What follows belongs to an exercise in optimizing a design on an open flow for small area; a production flow would make more cautious choices. In this exercise RTL edits were held to simulation tests only and were not proved equivalent to the original.

## flow/design.v (module list and top-level ports; edited modules follow where they fit)
// module liv_fa: 10 lines
// module liv_ha: 9 lines
// module liv_xor: 7 lines
// module liv_xnor: 7 lines
// module luma_invert_via_yuv: 1450 lines
module luma_invert_via_yuv (
    input  wire logic       i_clk,
    input  wire logic       i_rst_n,
    input  wire logic       start,
    output logic            busy,
    input  wire logic [7:0] i_red_in,
    input  wire logic [7:0] i_green_in,
    input  wire logic [7:0] i_blue_in,
    input  wire logic [7:0] i_alpha_in,
    input  wire logic       i_last_in,
    output logic            o_valid,
    output logic [7:0]      o_red_out,
    output logic [7:0]      o_green_out,
    output logic [7:0]      o_blue_out,
    output logic [7:0]      o_alpha_out,
    output logic            o_last_out
);
  // ...
==> flow/flow/run.sh <==
#!/bin/bash
# Standard layout, with the smallest buffer cell for the port buffers and a
# clock tree of smaller buffers without dummy loads.
export BUFFER_PORTS_ARGS="-buffer_cell sky130_fd_sc_hd__buf_1"
export CTS_ARGS="-sink_clustering_enable -repair_clock_nets -dont_use_dummy_load -buf_list sky130_fd_sc_hd__clkbuf_8 -sink_clustering_size 20"
bash standard.sh > standard.log 2>&1
==> flow/standard.sh <==
#!/bin/bash
# synth_recipe.tcl (not shown) runs the flow's synth.tcl, then flattens the netlist and writes it again
# the make line also repeats each setting of config.mk as NAME=value (left out here)
make -C /OpenROAD-flow-scripts/flow DESIGN_CONFIG=/design/flow/config.mk WORK_HOME=/design/flow/orfs CLKGATE_MAP_FILE= SYNTH_SCRIPT=/design/flow/synth_recipe.tcl "${@:-finish}"
==> flow/config.mk <==
export PLATFORM = sky130hd
export DESIGN_NAME = luma_invert_via_yuv
export DESIGN_NICKNAME = luma_invert_via_yuv
export VERILOG_FILES = /design/flow/design.v
export SDC_FILE = /design/flow/constraint.sdc
export NUM_CORES = 4
export LEC_CHECK = 0
export ABC_AREA = 0
export CAP_MARGIN = 20
export CORE_MARGIN = 2
export CORE_UTILIZATION = 40
export SLEW_MARGIN = 20
export SYNTH_HIERARCHICAL = 1
export SYNTH_MINIMUM_KEEP_SIZE = 0
==> flow/constraint.sdc <==
create_clock -name core_clock -period 5.5 [get_ports {i_clk}]
set_input_delay 1.1000 -clock core_clock [delete_from_list [all_inputs] [get_ports {i_clk}]]
set_output_delay 1.1000 -clock core_clock [all_outputs]
set_load 0.01 [all_outputs]
==> impl_metrics.toml, run 1 <==
[timing]
max_freq_mhz = 190
setup_violations = 0
report.final.slew_viol_count = 0

[run_status]
status = "finished clean"

[placed_design]
gp_congestion = 0.892
place_ws_ns = 0.398
placed_cells = 1438

[layout]
largest_register = "r_alpha"
drive_gt1_share_pct = 6.93
area_growth_pct = 9.78
fin_nets = 1488
instances_no_fill = 1455
largest_reg_flops = 32

[routing]
antenna_left = 0
drt-met1-wl_mm = 12.3
met2_wirelength_mm = 13.6

[clocking]
cts-htree-levels = 4
postCtsHoldBufs = 0
clock_path_buffers = 2

[worst_setup_path]
worstPathRequired_ns = 4.40
path_cells = "fa_2 > fa_1 > fa_1 > ha_1 > a21o_1 > a21o_1 > a21o_1 > a21o_1 > a21o_1 > a21o_1 > xor2_4 > nor2_1 > nor2_1 > buf_1"
cp_slowest_cell = "fa_1"
rr_startpoint = "D1_q2[7]$_DFF_P_"

[synth]
synth_nets = 1373
synth_seq_area_share_pct = 24.6
ys_seq_elements = 159
ys_async_sr_fraction_pct = 0
synth_cells = 940
synth_top_family_by_area = "adder cells"
synth_xor_area_share_pct = 2.85

[global_route]
use_met1_pct = 24.1
grt-ovfl-total = 0
antenna_found_initial = 0
grt_pass1_vias = 8403
gr-usage-met3_pct = 3.82

[run]
cap_viol_max_count = 0
==> run 2: changes to the inputs <==
==> flow/flow/run.sh (replaced) <==
#!/bin/bash
# Standard layout, with the smallest buffer cell for the port buffers and a
# clock tree of smaller buffers without dummy loads.
export BUFFER_PORTS_ARGS="-buffer_cell sky130_fd_sc_hd__buf_1"
export CTS_ARGS="-sink_clustering_enable -repair_clock_nets -dont_use_dummy_load -buf_list sky130_fd_sc_hd__clkbuf_8 -sink_clustering_size 16 -sink_clustering_max_diameter 60"
bash standard.sh > standard.log 2>&1
==> run 2 against run 1 <==
Against the previous run: still clean on timing, DRC and antenna; die area unchanged; clock skew is the same; maximum frequency unchanged; register-to-register slack about the same; core utilization did not move; via count unchanged; area after synthesis stayed put; non-clock buffer count unchanged; largest cell class unchanged.
==> impl_metrics.toml, run 2 <==
[floorplan]
die_x_um = 184
coreArea_um2 = 31700
ios = 71
die_area_um2 = 33800
die_h_um = 184
fp-row-count = 65
start_util_pct = 40.8

[synth]
synth_nets = 1373
synth.distinct_cells = 47
ys_seq_elements = 159
synth_warnings = 9
synth_edf_count = 0
synth_ff_type = "dfxtp_1"
syn_area_um2 = 12900
synth_top_area_share_pct = 52.8
synth.most_common_cell = "fa_1"
synth_cells = 940
synth_area_per_cell_um2 = 13.8
yosysTopAreaCell = "fa_1"
ys_top_cells_by_area = "fa_1, dfxtp_1, ha_1"
synth_commonest_cells = "fa_1, dfxtp_1, inv_1"
synth_seq_area_share_pct = 24.6
ys_async_sr_fraction_pct = 0

[timing]
max_freq_mhz = 190
finalHoldViolations = 0
rsz0062_at_grt = "false"
finalCritPeriodShare_pct = 95.8
finalClockSkew_ns = 0.0328
relSlewSlack_pct = 61.0
worstMarginPinSlew_ns = 0.584
report.final.slew_viol_count = 0
min_period_ns = 5.27
setup_slack_ns = 0.232
final.setup.tns_ns = 0
setup_violations = 0

[routing]
wirelength_mm = 28.3
drc_errors = 0
firstDrtPassIters = 5
antenna_left = 0
vias = 7402
wl_per_cell_um = 19.5
drt_iter0_markers = 434
viasPerCell = 5.09

[worst_setup_path]
worstPathMaxFanout = 8
ff2ff_path_depth = 11
endpoint_kind = "output port"
rr_startpoint = "D1_q2[7]$_DFF_P_"
arrival_ns = 4.17
cp-start-kind = "flip-flop"
reg2reg_slack_ns = 0.39
critPathCapture = "o_red_out[2]"
cp-startpoint = "f_yi_q4[0]$_DFF_P_"
critPathKind = "flip-flop to output port"
worstPathRequired_ns = 4.40
reg2reg_to = "f_dv_q3[5]$_DFF_P_"

[layout]
final_cell_mix = "fa_1, dfxtp_1, inv_1"
area_growth_pct = 9.78
largest_reg_flops = 32
register_area_um2 = 3180
drive_gt1_share_pct = 6.93
multi_input_area_um2 = 9380
antennaDiodeCount = 0
largest_register = "r_alpha"
n_fill_cell = 2865
fin_nets = 1488
final_common_cell = "fa_1"

[placed_design]
place_ws_ns = 0.398
port_buffers = 69
hpwl_mm = 23.8
gp_congestion = 0.892

[global_route]
grt_max_degree = 17
antenna_found_initial = 0
grt-ovfl-total = 0
grt_util_all_layers_pct = 18.2
grt_pass1_wl_mm = 45.9
grt_pass1_vias = 8403

[run]
cap_viol_max_count = 0

[worst_hold_path]
hp-class = "flip-flop to flip-flop"

[clocking]
cts_root_buffer = "clkbuf_8"
postCtsHoldBufs = 0
cts_inserted_buffers = 17
clock_path_buffers = 2
clk_pin_slew_ns = 0.09
postCtsSetupBuffers = 0
clkLatencyLatePin_ns = 0.45
cts-htree-levels = 4
cts_tree = "yes"
cts_sinks = 159

[run_status]
status = "finished clean"
-- run 2: worst min path at each step --
stage	from	end	slack, ns	cells after the start
final	r_alpha[2][4]$_DFF_P_	r_alpha[3][4]$_DFF_P_	0.31	0
after global routing	r_alpha[2][4]$_DFF_P_	r_alpha[3][4]$_DFF_P_	0.32	0
after floorplan	f_yi_q3[4]$_DFF_P_	f_yi_q4[4]$_DFF_P_	0.31	0
after global placement	r_alpha[1][2]$_DFF_P_	r_alpha[2][2]$_DFF_P_	0.31	0
after CTS	r_alpha[2][4]$_DFF_P_	r_alpha[3][4]$_DFF_P_	0.31	0
after detailed placement	r_alpha[0][3]$_DFF_P_	r_alpha[1][3]$_DFF_P_	0.31	0
-- run 2: layout make-up --
type	count	share of cell area, %
multi-input combinational	676	66.1
sequential	159	22.4
timing repair buffer	103	3.65
tap	402	3.54
inverter	98	2.59
clock buffer	17	1.65
-- run 2: cells by family after synthesis --
kind of cell	count (synthesis)	synth area share (%)
compound gates	94	5.30
other cells	1	0.0290
buf+inv	105	3.08
fa+ha+maj	421	60.1
simple gates	118	3.99
xor+xnor	42	2.85
flops	159	24.6
-- run 2: metrics by stage --
stage | utilization [%] | hold slack, ns | cells | instance area [um^2]
2_1_floorplan | - | 0.310 | 940 | 12900
3_3_place_gp | 43.9 | 0.310 | 1438 | 13900
3_5_place_dp | 43.9 | 0.312 | 1438 | 13900
4_1_cts | 44.6 | 0.313 | 1455 | 14200
5_1_grt | 44.7 | 0.322 | 1455 | 14200
6_report | 44.7 | 0.312 | 1455 | 14200
-- run 2: routing by layer --
metal | vias up | track usage, % | share of wire (%)
li1 | 3209 | - | -
met1 | 3867 | 24.1 | 43
met2 | 271 | 30.0 | 48
met3 | 55 | 3.82 | 5.9
met4 | 0 | 5.98 | 2.8
met5 | - | 0 | 0
-- run 2: repair_timing --
item	CTS	global route
pin swaps	0	2
resized for setup	1	8
endpoints found under the setup margin	8	16
-- run 2: per-module statistics from Yosys, one instance, submodules excluded --
module | copies in the design | area [um^2]
liv_ha | 56 | 12.5
liv_xor | 21 | 8.76
liv_fa | 341 | 20.0
luma_invert_via_yuv | 1 | 5080
liv_xnor | 15 | 8.76
-- run 2: critical path, stage by stage, from the launching register on --
cell and delay, ns:
dfxtp_1 0.36, fa_2 0.42, fa_1 0.46, fa_1 0.38, ha_1 0.33, a21o_1 0.21
a21o_1 0.20, a21o_1 0.20, a21o_1 0.20, a21o_1 0.20, a21o_1 0.22, xor2_4 0.24
nor2_1 0.08, nor2_1 0.09, buf_1 0.15
==> run 3: changes to the inputs <==
==> flow/flow/run.sh (replaced) <==
#!/bin/bash
# Standard layout, with the smallest buffer cell for the port buffers and a
# clock tree of smaller buffers without dummy loads.
export BUFFER_PORTS_ARGS="-buffer_cell sky130_fd_sc_hd__buf_1"
export CTS_ARGS="-sink_clustering_enable -repair_clock_nets -dont_use_dummy_load -buf_list sky130_fd_sc_hd__clkbuf_8 -sink_clustering_size 30 -sink_clustering_max_diameter 200 -sink_clustering_levels 3"
bash standard.sh > standard.log 2>&1
==> run 3 against run 2 <==
Against the previous run: area after synthesis is the same; worst setup slack unchanged; critical path type unchanged; critical path depth stayed put; highest routed layer unchanged; core utilization stayed put; design area unchanged.
==> impl_metrics.toml, run 3 <==
[run_status]
status = "finished clean"

[worst_setup_path]
critPathKind = "flip-flop to output port"
worstPathRequired_ns = 4.40
slowest_delay_ns = 0.46
cp-startpoint = "f_yi_q4[0]$_DFF_P_"
worstPathMaxFanout = 8
arrival_ns = 4.17
rr_startpoint = "D1_q2[7]$_DFF_P_"
cp_slowest_cell = "fa_1"
reg2reg_slack_ns = 0.39
crit_path_frequent_cell = "a21o_1"
path_cells = "fa_2 > fa_1 > fa_1 > ha_1 > a21o_1 > a21o_1 > a21o_1 > a21o_1 > a21o_1 > a21o_1 > xor2_4 > nor2_1 > nor2_1 > buf_1"
endpoint_kind = "output port"
ff2ff_path_depth = 11
cp-start-kind = "flip-flop"

[layout]
fin_nets = 1488
antennaDiodeCount = 0
largest_register = "r_alpha"
n_fill_cell = 2865
instances_no_fill = 1455
drive_gt1_share_pct = 6.93
final_cell_mix = "fa_1, dfxtp_1, inv_1"
fin_area_um2 = 14200
area_growth_pct = 9.78
largest_reg_flops = 32
final_common_cell = "fa_1"

[synth]
synth_warnings = 9
synth_xor_area_share_pct = 2.85
synth_ff_type = "dfxtp_1"
synth_nets = 1373
synth_top_family_by_area = "adder cells"
synth_compound_area_share_pct = 5.30
synth.distinct_cells = 47
ys_async_sr_fraction_pct = 0
ys_top_cells_by_area = "fa_1, dfxtp_1, ha_1"
synth_commonest_cells = "fa_1, dfxtp_1, inv_1"
synth_cells = 940
synth_fa_ha_area_share_pct = 60.1
synth_area_per_cell_um2 = 13.8
synth_top_area_share_pct = 52.8
synth_seq_area_share_pct = 24.6
syn_area_um2 = 12900
synthMuxAreaShare_pct = 0
synth_edf_count = 0
synth.most_common_cell = "fa_1"
ys_seq_elements = 159
yosys.area_share.simple_pct = 3.99
yosysTopAreaCell = "fa_1"

[clocking]
cts_sinks = 159
cts_root_buffer = "clkbuf_8"
postCtsSetupBuffers = 0
clock_path_buffers = 2
cts-htree-levels = 4
postCtsHoldBufs = 0
cts_tree = "yes"
cts_inserted_buffers = 17
clk_pin_slew_ns = 0.09
clkLatencyLatePin_ns = 0.45

[floorplan]
fp-row-count = 65
start_util_pct = 40.8
die_h_um = 184
coreArea_um2 = 31700
die_x_um = 184
ios = 71
die_area_um2 = 33800

[global_route]
grt_pass1_vias = 8403
grt_util_all_layers_pct = 18.2
grt_max_degree = 17
grt-ovfl-total = 0
antenna_found_initial = 0
grt_pass1_wl_mm = 45.9

[timing]
setup_slack_ns = 0.232
worstMarginPinSlew_ns = 0.584
finalClockSkew_ns = 0.0328
setup_violations = 0
min_period_ns = 5.27
max_freq_mhz = 190
finalHoldViolations = 0
finalCritPeriodShare_pct = 95.8
relSlewSlack_pct = 61.0
final.setup.tns_ns = 0
rsz0062_at_grt = "false"
report.final.slew_viol_count = 0

[worst_hold_path]
hp-class = "flip-flop to flip-flop"
holdCritStartpoint = "r_alpha[2][4]$_DFF_P_"
whs_path_depth = 0

[placed_design]
gp_congestion = 0.892
port_buffers = 69
placed_cell_area_um2 = 13900
place_ws_ns = 0.398
placed_cells = 1438
hpwl_mm = 23.8

[run]
cap_viol_max_count = 0

[routing]
vias = 7402
wl_per_cell_um = 19.5
wirelength_mm = 28.3
drc_errors = 0
drt_iter0_markers = 434
firstDrtPassIters = 5
viasPerCell = 5.09
antenna_left = 0
[run 3: cell counts in the layout (fill, tap and decap cells not counted)]
No cell type changed its count.
[run 3: path summary, 6_finish.rpt]
check / to
min reg2reg: r_alpha[3][4]$_DFF_P_
min: r_alpha[3][4]$_DFF_P_
max: o_red_out[2]
max reg2reg: f_dv_q3[5]$_DFF_P_
[run 3: layout make-up]
cell class              count  area [um^2]  share of cell area (%)
inverters                  98          368                    2.59
multi-input cells         676         9380                    66.1
clock buffers              17          234                    1.65
repair buffers            103          518                    3.65
well taps                 402          503                    3.54
flip-flops and latches    159         3180                    22.4
[run 3: worst max-delay path, delay by kind of cell (launching register included)]
kind	cells	cell delay [ns]
AOI/OAI and AO/OA	6	1.23
xor gates and xnor gates	1	0.24
adders and majority gates	4	1.59
buffers and inverters	1	0.15
DFF	1	0.36
and+or+nand+nor	2	0.17
[run 3: metal layers]
metal | global-route usage, % | routed length, um | share of wire (%) | up-vias
met3 | 3.82 | 1670 | 5.9 | 55
met4 | 5.98 | 783 | 2.8 | 0
met5 | 0 | 0 | 0 | -
li1 | - | - | - | 3209
met2 | 30.0 | 13600 | 48 | 271
met1 | 24.1 | 12300 | 43 | 3867
[run 3: per-module statistics from Yosys (local to each module, per instance)]
| module | flops+latches | cell area, um^2 | cells inside |
|---|---|---|---|
| liv_ha | 0 | 12.5 | 1 |
| liv_fa | 0 | 20.0 | 1 |
| liv_xnor | 0 | 8.76 | 1 |
| liv_xor | 0 | 8.76 | 1 |
| luma_invert_via_yuv | 159 | 5080 | 507 |
[run 3: stage by stage]
stage | hold slack [ns] | util, %
final | 0.312 | 44.7
after global routing | 0.322 | 44.7
after CTS | 0.313 | 44.6
after detailed placement | 0.312 | 43.9
after global placement | 0.310 | 43.9
after floorplan | 0.310 | -
[run 3: repair_timing]
| action | 4_1_cts | 5_1_grt |
|---|---|---|
| endpoints found under the setup margin | 8 | 16 |
| pin swaps | 0 | 2 |
| resized for setup | 1 | 8 |
[run 3: logic make-up after synthesis]
| family | Yosys count |
|---|---|
| adder cells (fa/ha/maj) | 421 |
| flip-flops | 159 |
| AND/OR/NAND/NOR | 118 |
| buffers and inverters | 105 |
| AO/OA/AOI/OAI | 94 |
| XOR/XNOR | 42 |
| other | 1 |
==> run 4: changes to the inputs <==
==> flow/flow/run.sh (replaced) <==
#!/bin/bash
# Standard layout, with the smallest buffer cell for the port buffers and a
# clock tree of smaller buffers without dummy loads.
export BUFFER_PORTS_ARGS="-buffer_cell sky130_fd_sc_hd__buf_1"
export CTS_ARGS="-sink_clustering_enable -repair_clock_nets -dont_use_dummy_load -buf_list sky130_fd_sc_hd__clkbuf_8 -sink_clustering_size 12"
bash standard.sh > standard.log 2>&1
--- a/flow/config.mk
+++ b/flow/config.mk
@@ -10,4 +10,5 @@
 export CORE_MARGIN = 2
 export CORE_UTILIZATION = 40
+export GPL_TIMING_DRIVEN = 0
 export SLEW_MARGIN = 20
 export SYNTH_HIERARCHICAL = 1
==> run 4 against run 3 <==
Against the previous run: via count shrank 2.7%; critical path type is now flip-flop to flip-flop; critical endpoint is now f_dv_q3[1]$_DFF_P_; register-to-register slack lost 0.16 ns; non-clock buffer count grew 4; critical path depth shrank 2; largest cell class unchanged.
==> impl_metrics.toml, run 4 <==
[run_status]
status = "finished clean"

[layout]
antennaDiodeCount = 0
multi_input_area_um2 = 9350
fin_nets = 1492
n_fill_cell = 2909
area_growth_pct = 10.1
largest_reg_flops = 32
register_area_um2 = 3220
final_cell_mix = "fa_1, dfxtp_1, inv_1"
finish.utilization_pct = 44.9
drive_gt1_share_pct = 9.08
largest_register = "r_alpha"
fin_area_um2 = 14200
final_common_cell = "fa_1"

[worst_setup_path]
worstPathRequired_ns = 5.80
arrival_ns = 5.57
critPathKind = "flip-flop to flip-flop"
worstPathMaxFanout = 8
endpoint_kind = "flip-flop"
cp-start-kind = "flip-flop"

[routing]
firstDrtPassIters = 4
viasPerCell = 4.94
wirelength_mm = 26.2
vias = 7205
wl_per_cell_um = 18.0
antenna_left = 0
drc_errors = 0
drt_iter0_markers = 389

[timing]
finalCritPeriodShare_pct = 95.8
relSlewSlack_pct = 51.6
worstMarginPinSlew_ns = 0.726
finalHoldViolations = 0
max_freq_mhz = 190
report.final.slew_viol_count = 0
finalClockSkew_ns = 0.0376
setup_violations = 0
min_period_ns = 5.27

[floorplan]
ios = 71
die_x_um = 184
die_area_um2 = 33800
fp-row-count = 65
coreArea_um2 = 31700
start_util_pct = 40.8
die_h_um = 184

[synth]
synth_seq_area_share_pct = 24.6
synth_cells = 940
synth_edf_count = 0
synth_warnings = 9
ys_top_cells_by_area = "fa_1, dfxtp_1, ha_1"
synth_commonest_cells = "fa_1, dfxtp_1, inv_1"
synth_area_per_cell_um2 = 13.8
synth.distinct_cells = 47
synth_nets = 1373
ys_seq_elements = 159
ys_async_sr_fraction_pct = 0
synth_top_area_share_pct = 52.8
synth.most_common_cell = "fa_1"
syn_area_um2 = 12900
synth_ff_type = "dfxtp_1"
yosysTopAreaCell = "fa_1"

[placed_design]
placed_cell_area_um2 = 13700
hpwl_mm = 21.8
gp_congestion = 0.860
port_buffers = 69

[clocking]
clk_pin_slew_ns = 0.09
postCtsHoldBufs = 0
clkLatencyLatePin_ns = 0.45
cts_root_buffer = "clkbuf_8"
cts-htree-levels = 4
cts_inserted_buffers = 17
cts_sinks = 159
cts_tree = "yes"
clock_path_buffers = 2

[global_route]
gr-usage-met3_pct = 2.95
grtUsageMet2_pct = 28.0
grt_pass1_wl_mm = 43.6
grt_pass1_vias = 8106
grt.busiest_layer = "met2"
grt-ovfl-total = 0
grt_util_all_layers_pct = 17.2
use_met1_pct = 23.7
grt_max_degree = 18
antenna_found_initial = 0

[run]
cap_viol_max_count = 0

[worst_hold_path]
hp-class = "flip-flop to flip-flop"
[run 4: cell counts after synthesis]
Identical to the previous run, type by type.
[run 4: Yosys stat by module (local to each module, per instance)]
module	copies in the design	flip-flops and latches	cells	area [um^2]
liv_fa	341	0	1	20.0
liv_ha	56	0	1	12.5
liv_xnor	15	0	1	8.76
liv_xor	21	0	1	8.76
luma_invert_via_yuv	1	159	507	5080
[run 4: what timing repair did]
item                                    in CTS  in global routing
buffers inserted                             0                 31
pin swaps                                    0                  1
endpoints found under the setup margin      15                 12
resized for setup                           13                 26
[run 4: critical path, stage by stage (launching register included)]
cell and delay, ns:
dfxtp_2 0.42, fa_1 0.46, fa_1 0.52, fa_1 0.41, ha_1 0.30, fa_1 0.41, fa_1 0.39, fa_1 0.40
fa_1 0.39, fa_1 0.42, fa_1 0.43, clkbuf_1 0.20, maj3_1 0.39
[run 4: logic make-up after synthesis]
family                     synth area share [%]
and+or+nand+nor                            3.99
other                                    0.0290
AOI/OAI and AO/OA                          5.30
buffers and inverters                      3.08
xor gates and xnor gates                   2.85
adders and majority gates                  60.1
DFF                                        24.6
[run 4: cell type report]
type | instances | area share [%]
Inverter | 98 | 2.80
Multi-Input combinational cell | 676 | 65.7
Buffer | 7 | 0.237
Sequential cell | 159 | 22.6
Tap cell | 402 | 3.53
Clock buffer | 17 | 1.64
Timing Repair Buffer | 100 | 3.46
[run 4: worst paths after layout]
kind                               from                    end  slack (ns)  cells after the start
setup / recovery       D1_q2[7]$_DFF_P_     f_dv_q3[1]$_DFF_P_        0.23                     12
hold / removal    r_alpha[0][5]$_DFF_P_  r_alpha[1][5]$_DFF_P_        0.32                      0
setup reg to reg       D1_q2[7]$_DFF_P_     f_dv_q3[1]$_DFF_P_        0.23                     12
hold reg to reg   r_alpha[0][5]$_DFF_P_  r_alpha[1][5]$_DFF_P_        0.32                      0
[run 4: stage by stage]
stage	cells	setup TNS, ns	hold WS (ns)	setup slack (ns)
detailed placement	1411	-1.13	0.312	-0.396
finish	1459	0	0.321	0.232
floorplan	940	0	0.310	0.369
global placement	1411	-1.08	0.310	-0.424
global route	1459	-0.000325	0.320	-0.000325
CTS	1428	0	0.320	0.0102
[run 4: routing by layer]
layer	vias up	part of all wire (%)
met5	-	0
met4	0	1.7
met3	34	4.2
met2	189	48
met1	3755	46
li1	3227	-
==> run 5: changes to the inputs <==
--- a/flow/config.mk
+++ b/flow/config.mk
@@ -10,5 +10,4 @@
 export CORE_MARGIN = 2
 export CORE_UTILIZATION = 40
-export GPL_TIMING_DRIVEN = 0
 export SLEW_MARGIN = 20
 export SYNTH_HIERARCHICAL = 1
==> run 5 against run 4 <==
Against the previous run: synthesized cell count unchanged; clock-buffer cell count unchanged; register-to-register slack better by 0.16 ns; wire length increased by 7.9%; global-route usage up 1.0 points; maximum frequency about the same; area after synthesis unchanged; die area stayed put; core utilization shrank 0.14 points; largest cell class unchanged.
==> impl_metrics.toml, run 5 <==
[run_status]
status = "finished clean"

[worst_hold_path]
hp-class = "flip-flop to flip-flop"
whs_path_depth = 0
holdPathEnd = "r_alpha[3][4]$_DFF_P_"
holdCritStartpoint = "r_alpha[2][4]$_DFF_P_"

[routing]
viasPerCell = 5.09
drt_iter0_markers = 434
wl_per_cell_um = 19.5
antenna_left = 0
firstDrtPassIters = 5
drc_errors = 0
vias = 7402
wirelength_mm = 28.3

[synth]
synth_seq_area_share_pct = 24.6
synth_nets = 1373
ys_seq_elements = 159
synth_area_per_cell_um2 = 13.8
synth_warnings = 9
synth_edf_count = 0
synth.distinct_cells = 47
synth_ff_type = "dfxtp_1"
ys_async_sr_fraction_pct = 0
syn_area_um2 = 12900
synth_commonest_cells = "fa_1, dfxtp_1, inv_1"
ys_top_cells_by_area = "fa_1, dfxtp_1, ha_1"
synth_cells = 940
synth_top_area_share_pct = 52.8
yosysTopAreaCell = "fa_1"
synth.most_common_cell = "fa_1"

[placed_design]
gp_congestion = 0.892
hpwl_mm = 23.8
port_buffers = 69
placed_cells = 1438

[worst_setup_path]
cp-start-kind = "flip-flop"
worstPathMaxFanout = 8
arrival_ns = 4.17
reg2reg_slack_ns = 0.39
rr_startpoint = "D1_q2[7]$_DFF_P_"
reg2reg_to = "f_dv_q3[5]$_DFF_P_"
worstPathRequired_ns = 4.40
cp-startpoint = "f_yi_q4[0]$_DFF_P_"
endpoint_kind = "output port"
ff2ff_path_depth = 11
critPathKind = "flip-flop to output port"

[floorplan]
coreArea_um2 = 31700
fp-row-count = 65
die_h_um = 184
die_x_um = 184
ios = 71
start_util_pct = 40.8
die_area_um2 = 33800

[timing]
worstMarginPinSlew_ns = 0.584
max_freq_mhz = 190
setup_violations = 0
finalHoldViolations = 0
min_period_ns = 5.27
final.setup.tns_ns = 0
rsz0062_at_grt = "false"
finalClockSkew_ns = 0.0328
finalCritPeriodShare_pct = 95.8
relSlewSlack_pct = 61.0
report.final.slew_viol_count = 0

[global_route]
grt_util_all_layers_pct = 18.2
grt_pass1_vias = 8403
grt-ovfl-total = 0
antenna_found_initial = 0
grt_max_degree = 17
grt_pass1_wl_mm = 45.9

[layout]
final_cell_mix = "fa_1, dfxtp_1, inv_1"
drive_gt1_share_pct = 6.93
largest_register = "r_alpha"
largest_reg_flops = 32
final_common_cell = "fa_1"
antennaDiodeCount = 0
instances_no_fill = 1455
area_growth_pct = 9.78
finish.utilization_pct = 44.7
fin_nets = 1488

[run]
cap_viol_max_count = 0

[clocking]
cts_tree = "yes"
clock_path_buffers = 2
cts-htree-levels = 4
cts_sinks = 159
clk_pin_slew_ns = 0.09
cts_inserted_buffers = 17
clkLatencyLatePin_ns = 0.45
postCtsHoldBufs = 0
cts_root_buffer = "clkbuf_8"
[run 5: kinds of logic (layout without fill, tap and decap cells)]
family,count (synthesis),after routing,synth area share [%]
compound gates,94,94,5.30
other cells,1,1,0.0290
simple gates,118,118,3.99
fa+ha+maj,421,421,60.1
flops,159,159,24.6
buf+inv,105,218,3.08
xor+xnor,42,42,2.85
[run 5: area by class of cell]
type                       instances  area, um^2
inverter                          98         368
sequential                       159        3180
tap                              402         503
fill                            2865       17500
multi-input combinational        676        9380
clock buffer                      17         234
timing repair buffer             103         518
[run 5: critical path, stage by stage, from the launching register on]
cell and delay (ns):
dfxtp_1 0.36, fa_2 0.42, fa_1 0.46, fa_1 0.38, ha_1 0.33, a21o_1 0.21, a21o_1 0.20, a21o_1 0.20
a21o_1 0.20, a21o_1 0.20, a21o_1 0.22, xor2_4 0.24, nor2_1 0.08, nor2_1 0.09, buf_1 0.15
[run 5: how the worst max path moves through the flow]
stage | to | slack, ns | cells after the start
6_report | o_red_out[2] | 0.23 | 14
3_5_place_dp | o_red_out[2] | 0.40 | 14
4_1_cts | o_red_out[2] | 0.03 | 14
2_1_floorplan | f_dv_q3[0]$_DFF_P_ | 0.37 | 12
5_1_grt | o_red_out[7] | 0.003 | 14
3_3_place_gp | o_red_out[7] | 0.49 | 14
[run 5: metrics by stage]
stage	hold slack, ns	cell area [um^2]	worst slack [ns]
global route	0.322	14200	0.00273
global placement	0.310	13900	0.488
finish	0.312	14200	0.232
detailed placement	0.312	13900	0.398
CTS	0.313	14200	0.0347
floorplan	0.310	12900	0.369
[run 5: metal layers]
metal	wire length (um)	vias to the layer above	track usage, %
li1	-	3209	-
met1	12300	3867	24.1
met2	13600	271	30.0
met3	1670	55	3.82
met4	783	0	5.98
met5	0	-	0
[run 5: repair_timing]
action                     CTS  global route
resized for setup            1             8
setup endpoints to repair    8            16
gates cloned                 0             0
buffers inserted             0             0
pin swaps                    0             2
[run 5: Yosys stat by module, one instance, submodules excluded]
| module | flops+latches | times used | cells |
|---|---|---|---|
| liv_fa | 0 | 341 | 1 |
| luma_invert_via_yuv | 159 | 1 | 507 |
| liv_ha | 0 | 56 | 1 |
| liv_xor | 0 | 21 | 1 |
| liv_xnor | 0 | 15 | 1 |
==> run 6: changes to the inputs <==
--- a/flow/config.mk
+++ b/flow/config.mk
@@ -7,8 +7,9 @@
 export LEC_CHECK = 0
 export ABC_AREA = 0
-export CAP_MARGIN = 20
+export CAP_MARGIN = 5
 export CORE_MARGIN = 2
 export CORE_UTILIZATION = 40
-export SLEW_MARGIN = 20
+export GPL_TIMING_DRIVEN = 0
+export SLEW_MARGIN = 5
 export SYNTH_HIERARCHICAL = 1
 export SYNTH_MINIMUM_KEEP_SIZE = 0
==> run 6 against run 5 <==
Against the previous run: flip-flop and latch count did not move; clock skew rose by 0.0048 ns; critical path depth fell by 2; maximum frequency barely moved; worst setup slack barely moved; largest cell class unchanged.
==> impl_metrics.toml, run 6 <==
[global_route]
grt-ovfl-total = 0
grtUsageMet2_pct = 28.0
grt_util_all_layers_pct = 17.2
use_met1_pct = 23.7
grt_pass1_vias = 8106
gr-usage-met3_pct = 2.95
grt_max_degree = 18
grt_pass1_wl_mm = 43.6
antenna_found_initial = 0
grt.busiest_layer = "met2"

[routing]
firstDrtPassIters = 4
wirelength_mm = 26.2
drc_errors = 0
vias = 7205
viasPerCell = 4.94
drt_iter0_markers = 389
wl_per_cell_um = 18.0
antenna_left = 0

[layout]
drive_gt1_share_pct = 9.08
final_cell_mix = "fa_1, dfxtp_1, inv_1"
multi_input_area_um2 = 9350
antennaDiodeCount = 0
fin_nets = 1492
register_area_um2 = 3220
n_fill_cell = 2909
area_growth_pct = 10.1
final_common_cell = "fa_1"
largest_register = "r_alpha"
largest_reg_flops = 32

[clocking]
cts_root_buffer = "clkbuf_8"
cts_tree = "yes"
clkLatencyLatePin_ns = 0.45
cts-htree-levels = 4
clock_path_buffers = 2
cts_sinks = 159
cts_inserted_buffers = 17
clk_pin_slew_ns = 0.09
postCtsHoldBufs = 0

[run_status]
status = "finished clean"

[synth]
synth_cells = 940
syn_area_um2 = 12900
synth.distinct_cells = 47
synth_commonest_cells = "fa_1, dfxtp_1, inv_1"
synth_top_area_share_pct = 52.8
synth.most_common_cell = "fa_1"
synth_edf_count = 0
synth_compound_area_share_pct = 5.30
synth_seq_area_share_pct = 24.6
ys_async_sr_fraction_pct = 0
synth_nets = 1373
synth_top_family_by_area = "adder cells"
yosys.area_share.simple_pct = 3.99
synth_xor_area_share_pct = 2.85
ys_top_cells_by_area = "fa_1, dfxtp_1, ha_1"
ys_seq_elements = 159
synthMuxAreaShare_pct = 0
synth_area_per_cell_um2 = 13.8
synth_fa_ha_area_share_pct = 60.1
synth_ff_type = "dfxtp_1"
synth_warnings = 9
yosysTopAreaCell = "fa_1"

[timing]
max_freq_mhz = 190
finalClockSkew_ns = 0.0376
setup_violations = 0
min_period_ns = 5.27
relSlewSlack_pct = 51.6
final.setup.tns_ns = 0
finalHoldViolations = 0
worstMarginPinSlew_ns = 0.726
report.final.slew_viol_count = 0
finalCritPeriodShare_pct = 95.8

[worst_setup_path]
arrival_ns = 5.57
critPathKind = "flip-flop to flip-flop"
path_cells = "fa_1 > fa_1 > fa_1 > ha_1 > fa_1 > fa_1 > fa_1 > fa_1 > fa_1 > fa_1 > clkbuf_1 > maj3_1"
reg2reg_to = "f_dv_q3[1]$_DFF_P_"
slowest_delay_ns = 0.52
ff2ff_path_depth = 12
worstPathMaxFanout = 8
cp-start-kind = "flip-flop"
crit_path_frequent_cell = "fa_1"
cp_slowest_cell = "fa_1"
rr_startpoint = "D1_q2[7]$_DFF_P_"
endpoint_kind = "flip-flop"
critical_path_buf_inv_count = 1
worstPathRequired_ns = 5.80
reg2reg_slack_ns = 0.23
critPathTopFamily = "adder cells"
cp-startpoint = "D1_q2[7]$_DFF_P_"

[worst_hold_path]
whs_path_depth = 0
holdPathEnd = "r_alpha[1][5]$_DFF_P_"
holdCritStartpoint = "r_alpha[0][5]$_DFF_P_"
hp-class = "flip-flop to flip-flop"

[floorplan]
ios = 71
die_area_um2 = 33800
start_util_pct = 40.8
die_x_um = 184
coreArea_um2 = 31700
die_h_um = 184
fp-row-count = 65

[placed_design]
gp_congestion = 0.860
hpwl_mm = 21.8
port_buffers = 69

[run]
cap_viol_max_count = 0
[run 6: cell counts after synthesis]
No cell type changed its count.
[run 6: worst register-to-register path, stage by stage, from the launching register on]
cell	delay [ns]
dfxtp_2	0.42
fa_1	0.47
fa_1	0.52
fa_1	0.41
ha_1	0.30
fa_1	0.41
fa_1	0.39
fa_1	0.40
fa_1	0.39
fa_1	0.42
fa_1	0.43
clkbuf_1	0.20
maj3_1	0.39
[run 6: per-stage QoR]
stage          util, %  setup slack, ns  area (um^2)  hold WS, ns  std cells
2_1_floorplan        -            0.369        12900        0.310        940
5_1_grt           44.9        -0.000325        14200        0.320       1459
6_report          44.9            0.232        14200        0.321       1459
4_1_cts           43.9           0.0102        13900        0.320       1428
3_3_place_gp      43.2           -0.424        13700        0.310       1411
3_5_place_dp      43.2           -0.396        13700        0.312       1411
[run 6: worst max-delay path by stage]
stage / depth (start not counted) / end
final: 12 / f_dv_q3[1]$_DFF_P_
after global placement: 14 / Y_x0_19_q2$_DFF_P_
after CTS: 13 / Y_x0_19_q2$_DFF_P_
after detailed placement: 14 / Y_x0_19_q2$_DFF_P_
after floorplan: 12 / f_dv_q3[0]$_DFF_P_
after global routing: 15 / Y_x0_19_q2$_DFF_P_
[run 6: Yosys stat by module (local to each module, per instance)]
| module | cells | flops+latches | copies in the design |
|---|---|---|---|
| liv_fa | 1 | 0 | 341 |
| liv_ha | 1 | 0 | 56 |
| liv_xnor | 1 | 0 | 15 |
| liv_xor | 1 | 0 | 21 |
| luma_invert_via_yuv | 507 | 159 | 1 |
[run 6: cell families (layout without fill, tap and decap cells)]
| kind of cell | after synthesis | count (layout) |
|---|---|---|
| AO/OA/AOI/OAI | 94 | 94 |
| XOR/XNOR | 42 | 42 |
| adder cells (fa/ha/maj) | 421 | 421 |
| other | 1 | 1 |
| flip-flops | 159 | 159 |
| AND/OR/NAND/NOR | 118 | 118 |
| buffers and inverters | 105 | 222 |
[run 6: layout make-up]
cell class              count  area share [%]
flip-flops and latches    159            22.6
inverters                  98            2.80
well taps                 402            3.53
multi-input cells         676            65.7
repair buffers            100            3.46
plain buffers               7           0.237
clock buffers              17            1.64
[run 6: what timing repair did]
item                                    in CTS  in global routing
endpoints found under the setup margin      15                 12
resized for setup                           13                 26
pin swaps                                    0                  1
buffers inserted                             0                 31
[run 6: layer usage]
layer	wire, um	share of wire [%]
met1	12000	46
met2	12700	48
met3	1110	4.2
met4	453	1.7
met5	0	0

## what the ideal ports hide
In the flow no input, the clock included, has a driving cell. The finished layouts below were timed again as built, in two steps. Step 1, drivers: a clkbuf_16 drives i_clk and a buf_2 each remaining input, both assumed. Step 2 also shifts input and output timing later by t, the mid clock arrival at the registers, as if the neighbouring blocks saw the same clock. Slacks: ideal / step 1 / step 2; pairs: ideal / step 1.
| run | shift t [ns] | setup WS [ns] | worst data-port slew with drivers (ns) | pins driven straight from the clock port |
|---|---|---|---|---|
| run 1 | 0.479 | 0.232 / 0.188 / 0.393 | 0.04 | 1 |
| run 2 | 0.479 | 0.232 / 0.188 / 0.393 | 0.04 | 1 |
| run 3 | 0.479 | 0.232 / 0.188 / 0.393 | 0.04 | 1 |
| run 4 | 0.478 | 0.232 / 0.198 / 0.232 | 0.04 | 1 |
| run 5 | 0.479 | 0.232 / 0.188 / 0.393 | 0.04 | 1 |
| run 6 | 0.478 | 0.232 / 0.198 / 0.232 | 0.04 | 1 |
After both steps every run listed still meets setup and hold.
